What follows belongs to an exercise in optimizing a design on an open flow for small area, a short achievable clock period and few clock cycles per item; a production flow would make more cautious choices.
Where RTL was checked, it was by simulation tests only, not by an equivalence proof against the original.

==> flow/design.v <==
`default_nettype none
package lcg_rr_pkg;
   localparam int WORD_W  = 32;
   localparam int GEN_W   = 31;
   localparam int RAW_W   = 15;
   localparam int RAW_LSB = 16;
   localparam int STEPS   = 2;
   localparam int DIV_W   = RAW_W + STEPS - 1;
   localparam int NRM_N   = (STEPS == 1) ? 4 : (STEPS <= 3) ? 3 : 2;
   localparam int CNT_W   = NRM_N + 1;
   localparam logic [GEN_W-1:0] LCG_ADD = 31'd2531011;
endpackage
`default_nettype wire
`default_nettype none
import lcg_rr_pkg::*;
module lcg_ranged_random_with_checksum (
   input  wire logic              clock,
   input  wire logic              reset,
   input  wire logic              req_valid,
   output      logic              req_ready,
   input  wire logic              req_opcode,
   input  wire logic [WORD_W-1:0] req_seed_value,
   input  wire logic [WORD_W-1:0] req_lower_limit,
   input  wire logic [WORD_W-1:0] req_upper_limit,
   output      logic              rsp_valid,
   input  wire logic              rsp_ready,
   output      logic [WORD_W-1:0] rsp_value,
   output      logic [WORD_W-1:0] rsp_checksum,
   output      logic              rsp_span_error
);
   localparam int HI_W = WORD_W - RAW_W;
   logic              busy_ff;
   logic [GEN_W-1:0]  gen_ff;
   logic [WORD_W-1:0] chk_ff;
   logic [WORD_W-1:0] lower_ff;
   logic [RAW_W-1:0]  rem_ff;
   logic [DIV_W-1:0]  div_ff;
   logic [CNT_W-1:0]  cnt_ff;
   logic              zero_ff;
   logic              done, take, accept, draw;
   logic [GEN_W-1:0]  gen_next;
   logic [RAW_W-1:0]  d;
   logic              borrow;
   logic [HI_W-1:0]   up_hi, lo_hi, hi_x, lo_pre;
   logic              eq_lo, eq_hi, inc_hi;
   logic              span_zero, span_small;
   logic [DIV_W-1:0]  div_init;
   logic [NRM_N-1:0]  nrm_m;
   logic [RAW_W-1:0]  rem_step;
   logic [RAW_W-1:0]  diff;
   logic              dborrow;
   logic [DIV_W-1:0]  dj;
   logic [RAW_W-1:0]  sum_lo;
   logic              sum_c;
   logic [HI_W-1:0]   lower_hi1;
   logic [WORD_W-1:0] value;
   assign done      = busy_ff && (cnt_ff == '0);
   assign take      = done && rsp_ready;
   assign req_ready = !busy_ff || take;
   assign accept    = req_valid && req_ready;
   assign draw      = !req_opcode;
   assign gen_next  = gen_ff + (gen_ff << 10) + (gen_ff << 14) + (gen_ff << 18)
                      - (gen_ff << 2) - (gen_ff << 16) + LCG_ADD;
   assign {borrow, d} = {1'b0, req_upper_limit[RAW_W-1:0]} - {1'b0, req_lower_limit[RAW_W-1:0]};
   assign up_hi = req_upper_limit[WORD_W-1:RAW_W];
   assign lo_hi = req_lower_limit[WORD_W-1:RAW_W];
   assign hi_x  = up_hi ^ lo_hi;
   always_comb begin
      lo_pre[0] = 1'b1;
      for (int i = 1; i < HI_W; i++) lo_pre[i] = lo_pre[i-1] & lo_hi[i-1];
   end
   assign eq_lo      = (req_upper_limit[RAW_W-1:0] == req_lower_limit[RAW_W-1:0]);
   assign eq_hi      = (hi_x == '0);
   assign inc_hi     = (hi_x == lo_pre);
   assign span_zero  = eq_lo && eq_hi;
   assign span_small = borrow ? inc_hi : (eq_hi && !eq_lo);
   always_comb begin
      div_init = DIV_W'(d) << (STEPS - 1);
      for (int b = NRM_N - 1; b >= 0; b--) begin
         if ((div_init & ({DIV_W{1'b1}} << (DIV_W - (STEPS << b)))) == '0) begin
            div_init = div_init << (STEPS << b);
            nrm_m[b] = 1'b1;
         end else begin
            nrm_m[b] = 1'b0;
         end
      end
   end
   always_comb begin
      rem_step = rem_ff;
      for (int j = 0; j < STEPS; j++) begin
         dj = div_ff >> j;
         {dborrow, diff} = {1'b0, rem_step} - {1'b0, dj[RAW_W-1:0]};
         if (!dborrow && ((dj >> RAW_W) == '0)) rem_step = diff;
      end
   end
   assign {sum_c, sum_lo} = {1'b0, lower_ff[RAW_W-1:0]} + {1'b0, rem_ff};
   assign lower_hi1      = lower_ff[WORD_W-1:RAW_W] + 1'b1;
   assign value          = {sum_c ? lower_hi1 : lower_ff[WORD_W-1:RAW_W], sum_lo};
   assign rsp_valid      = done;
   assign rsp_value      = value;
   assign rsp_checksum   = chk_ff ^ (zero_ff ? '0 : value);
   assign rsp_span_error = zero_ff;
   always_ff @(posedge clock) begin
      if (reset) begin
         busy_ff <= 1'b0;
         gen_ff  <= '0;
         chk_ff  <= '0;
      end else begin
         if (accept) begin
            busy_ff <= 1'b1;
         end else if (take) begin
            busy_ff <= 1'b0;
         end
         if (accept) begin
            gen_ff <= draw ? gen_next : req_seed_value[GEN_W-1:0];
         end
         if (accept && !draw) begin
            chk_ff <= '0;
         end else if (take) begin
            chk_ff <= rsp_checksum;
         end
      end
   end
   always_ff @(posedge clock) begin
      if (accept) begin
         lower_ff <= draw ? req_lower_limit : '0;
         rem_ff   <= (draw && !span_zero) ? gen_next[RAW_LSB +: RAW_W] : '0;
         zero_ff  <= draw && span_zero;
         cnt_ff   <= (draw && span_small) ? CNT_W'(nrm_m) + 1'b1 : '0;
         div_ff   <= div_init;
      end else if (busy_ff && cnt_ff != '0) begin
         rem_ff   <= rem_step;
         div_ff   <= div_ff >> STEPS;
         cnt_ff   <= cnt_ff - 1'b1;
      end
   end
endmodule
`default_nettype wire
==> flow/config.mk <==
export PLATFORM = sky130hd
export DESIGN_NAME = lcg_ranged_random_with_checksum
export DESIGN_NICKNAME = lcg_ranged_random_with_checksum
export VERILOG_FILES = /design/flow/design.v
export SDC_FILE = /design/flow/constraint.sdc
export NUM_CORES = 4
export LEC_CHECK = 0
export ABC_AREA = 1
export CAP_MARGIN = 20
export CORE_MARGIN = 2
export CORE_UTILIZATION = 40
export SETUP_SLACK_MARGIN = 2.5
export SLEW_MARGIN = 20
==> flow/constraint.sdc <==
create_clock -name core_clock -period 7.5 [get_ports {clock}]
set_input_delay 1.5000 -clock core_clock [delete_from_list [all_inputs] [get_ports {clock}]]
set_output_delay 1.5000 -clock core_clock [all_outputs]
set_load 0.01 [all_outputs]
standard.sh (not shown) runs the stock make flow with config.mk's settings and CLKGATE_MAP_FILE= SYNTH_SCRIPT=/design/flow/synth_recipe.tcl, a recipe that flattens the netlist after the stock synthesis.
==> flow/flow/run.sh <==
#!/bin/bash
# Standard layout, with the port buffers drawn from the smallest buffer cell.
set -euo pipefail
export BUFFER_PORTS_ARGS="-buffer_cell sky130_fd_sc_hd__buf_1"
bash standard.sh > standard_flow.log 2>&1
The first run produced a clean layout.
Testbench counts at the start, summed over its fixed seeds: cycles 8,196, items 3,200.
==> next run, changes <==
--- a/flow/design.v
+++ b/flow/design.v
@@ -49,13 +49,12 @@
    logic [RAW_W-1:0]  rem_step;
    logic [RAW_W-1:0]  diff;
    logic              dborrow;
    logic [DIV_W-1:0]  dj;
    logic [RAW_W-1:0]  sum_lo;
    logic              sum_c;
-   logic [HI_W-1:0]   lower_hi1;
    logic [WORD_W-1:0] value;
    assign done      = busy_ff && (cnt_ff == '0);
    assign take      = done && rsp_ready;
    assign req_ready = !busy_ff || take;
    assign accept    = req_valid && req_ready;
    assign draw      = !req_opcode;
@@ -91,14 +90,13 @@
          dj = div_ff >> j;
          {dborrow, diff} = {1'b0, rem_step} - {1'b0, dj[RAW_W-1:0]};
          if (!dborrow && ((dj >> RAW_W) == '0)) rem_step = diff;
       end
    end
    assign {sum_c, sum_lo} = {1'b0, lower_ff[RAW_W-1:0]} + {1'b0, rem_ff};
-   assign lower_hi1      = lower_ff[WORD_W-1:RAW_W] + 1'b1;
-   assign value          = {sum_c ? lower_hi1 : lower_ff[WORD_W-1:RAW_W], sum_lo};
+   assign value          = {lower_ff[WORD_W-1:RAW_W] + HI_W'(sum_c), sum_lo};
    assign rsp_valid      = done;
    assign rsp_value      = value;
    assign rsp_checksum   = chk_ff ^ (zero_ff ? '0 : value);
    assign rsp_span_error = zero_ff;
    always_ff @(posedge clock) begin
       if (reset) begin
Result:
- The new run went through all stages and came out clean
- worst hold slack degrades by 0.0054 ns
- sequential share of layout area is lower by 0.82 points
- wire length is higher by 2.1%
- register-to-register slack improves by 0.10 ns
- non-clock buffer count is higher by 63
- first-iteration DRC count is higher by 6.0%
- via count is higher by 0.81%
- synthesized area is lower by 1.1%
- synthesized cell count is lower by 3.0%
No functional check of the RTL was part of the second run of this note.

// lcg_ranged_random_with_checksum: RTL as listed in full above, without the edits since
==> flow/config.mk <==
export PLATFORM = sky130hd
export DESIGN_NAME = lcg_ranged_random_with_checksum
export DESIGN_NICKNAME = lcg_ranged_random_with_checksum
export VERILOG_FILES = /design/flow/design.v
export SDC_FILE = /design/flow/constraint.sdc
export NUM_CORES = 4
export LEC_CHECK = 0
export ABC_AREA = 1
export CAP_MARGIN = 20
export CORE_MARGIN = 2
export CORE_UTILIZATION = 40
export SETUP_SLACK_MARGIN = 2.5
export SLEW_MARGIN = 20
==> flow/constraint.sdc <==
create_clock -name core_clock -period 7.5 [get_ports {clock}]
set_input_delay 1.5000 -clock core_clock [delete_from_list [all_inputs] [get_ports {clock}]]
set_output_delay 1.5000 -clock core_clock [all_outputs]
set_load 0.01 [all_outputs]
run.sh (not shown) runs the stock make flow with config.mk's settings and CLKGATE_MAP_FILE= SYNTH_SCRIPT=/design/flow/synth_recipe.tcl, a recipe that flattens the netlist after the stock synthesis.
Stock flow here: none of the scripts above is used.
Testbench counts at the start, summed over its fixed seeds: cycles 8,196, items 3,200.
Edit:
--- a/flow/design.v
+++ b/flow/design.v
@@ -51,9 +51,8 @@
    logic              dborrow;
    logic [DIV_W-1:0]  dj;
    logic [RAW_W-1:0]  sum_lo;
    logic              sum_c;
-   logic [HI_W-1:0]   lower_hi1;
    logic [WORD_W-1:0] value;
    assign done      = busy_ff && (cnt_ff == '0);
    assign take      = done && rsp_ready;
    assign req_ready = !busy_ff || take;
@@ -93,10 +92,9 @@
          if (!dborrow && ((dj >> RAW_W) == '0)) rem_step = diff;
       end
    end
    assign {sum_c, sum_lo} = {1'b0, lower_ff[RAW_W-1:0]} + {1'b0, rem_ff};
-   assign lower_hi1      = lower_ff[WORD_W-1:RAW_W] + 1'b1;
-   assign value          = {sum_c ? lower_hi1 : lower_ff[WORD_W-1:RAW_W], sum_lo};
+   assign value          = {lower_ff[WORD_W-1:RAW_W] + HI_W'(sum_c), sum_lo};
    assign rsp_valid      = done;
    assign rsp_value      = value;
    assign rsp_checksum   = chk_ff ^ (zero_ff ? '0 : value);
    assign rsp_span_error = zero_ff;
The new run went through all stages and came out clean. Cell area came out higher by 1.3%. Setup slack loses 0.97 ns. Global-route usage came out higher by 0.33 points. Count of clock-buffer cells in the layout came out lower by 2. Wire length came out higher by 1.1%.
For the second run of this note, only the layout was checked, not whether the RTL still works.

==> separate check: timing with driven ports <==
Ports are ideal in the flow. The routed layouts listed here were re-timed in OpenROAD.
Step 1 assumes that a clkbuf_16 drives the clock port and a buf_2 every other input.
Step 2 times the ports against the registers' clock, not the clock port: input delays grow and output delays shrink by t, the midpoint of the rising clock arrivals with the driver on.
Three values: ideal ports, drivers, drivers and shift; two values: the first two.
run | t (ns) | setup slack, ns | worst hold slack (ns) | slew at the worst register clock pin (ns) | worst data-port slew with drivers (ns)
the first run of note 1 | 0.481 | 2.617 / 2.617 / 2.617 | 0.481 / 0.481 / 0.481 | 0.07 / 0.07 | 0.06
the second run of note 1 | 0.481 | 1.322 / 1.271 / 1.752 | 0.475 / 0.475 / 0.475 | 0.07 / 0.07 | 0.06
the first run of note 2 | 0.483 | 2.584 / 2.584 / 2.439 | 0.478 / 0.478 / 0.478 | 0.07 / 0.07 | 0.06
the second run of note 2 | 0.486 | 1.614 / 1.564 / 2.051 | 0.474 / 0.474 / 0.474 | 0.07 / 0.07 | 0.08
After both steps every run listed still meets setup and hold. The setup slack of the first run of note 2, which loses most, moves by 0.000 ns with the drivers and by -0.145 ns with both steps.
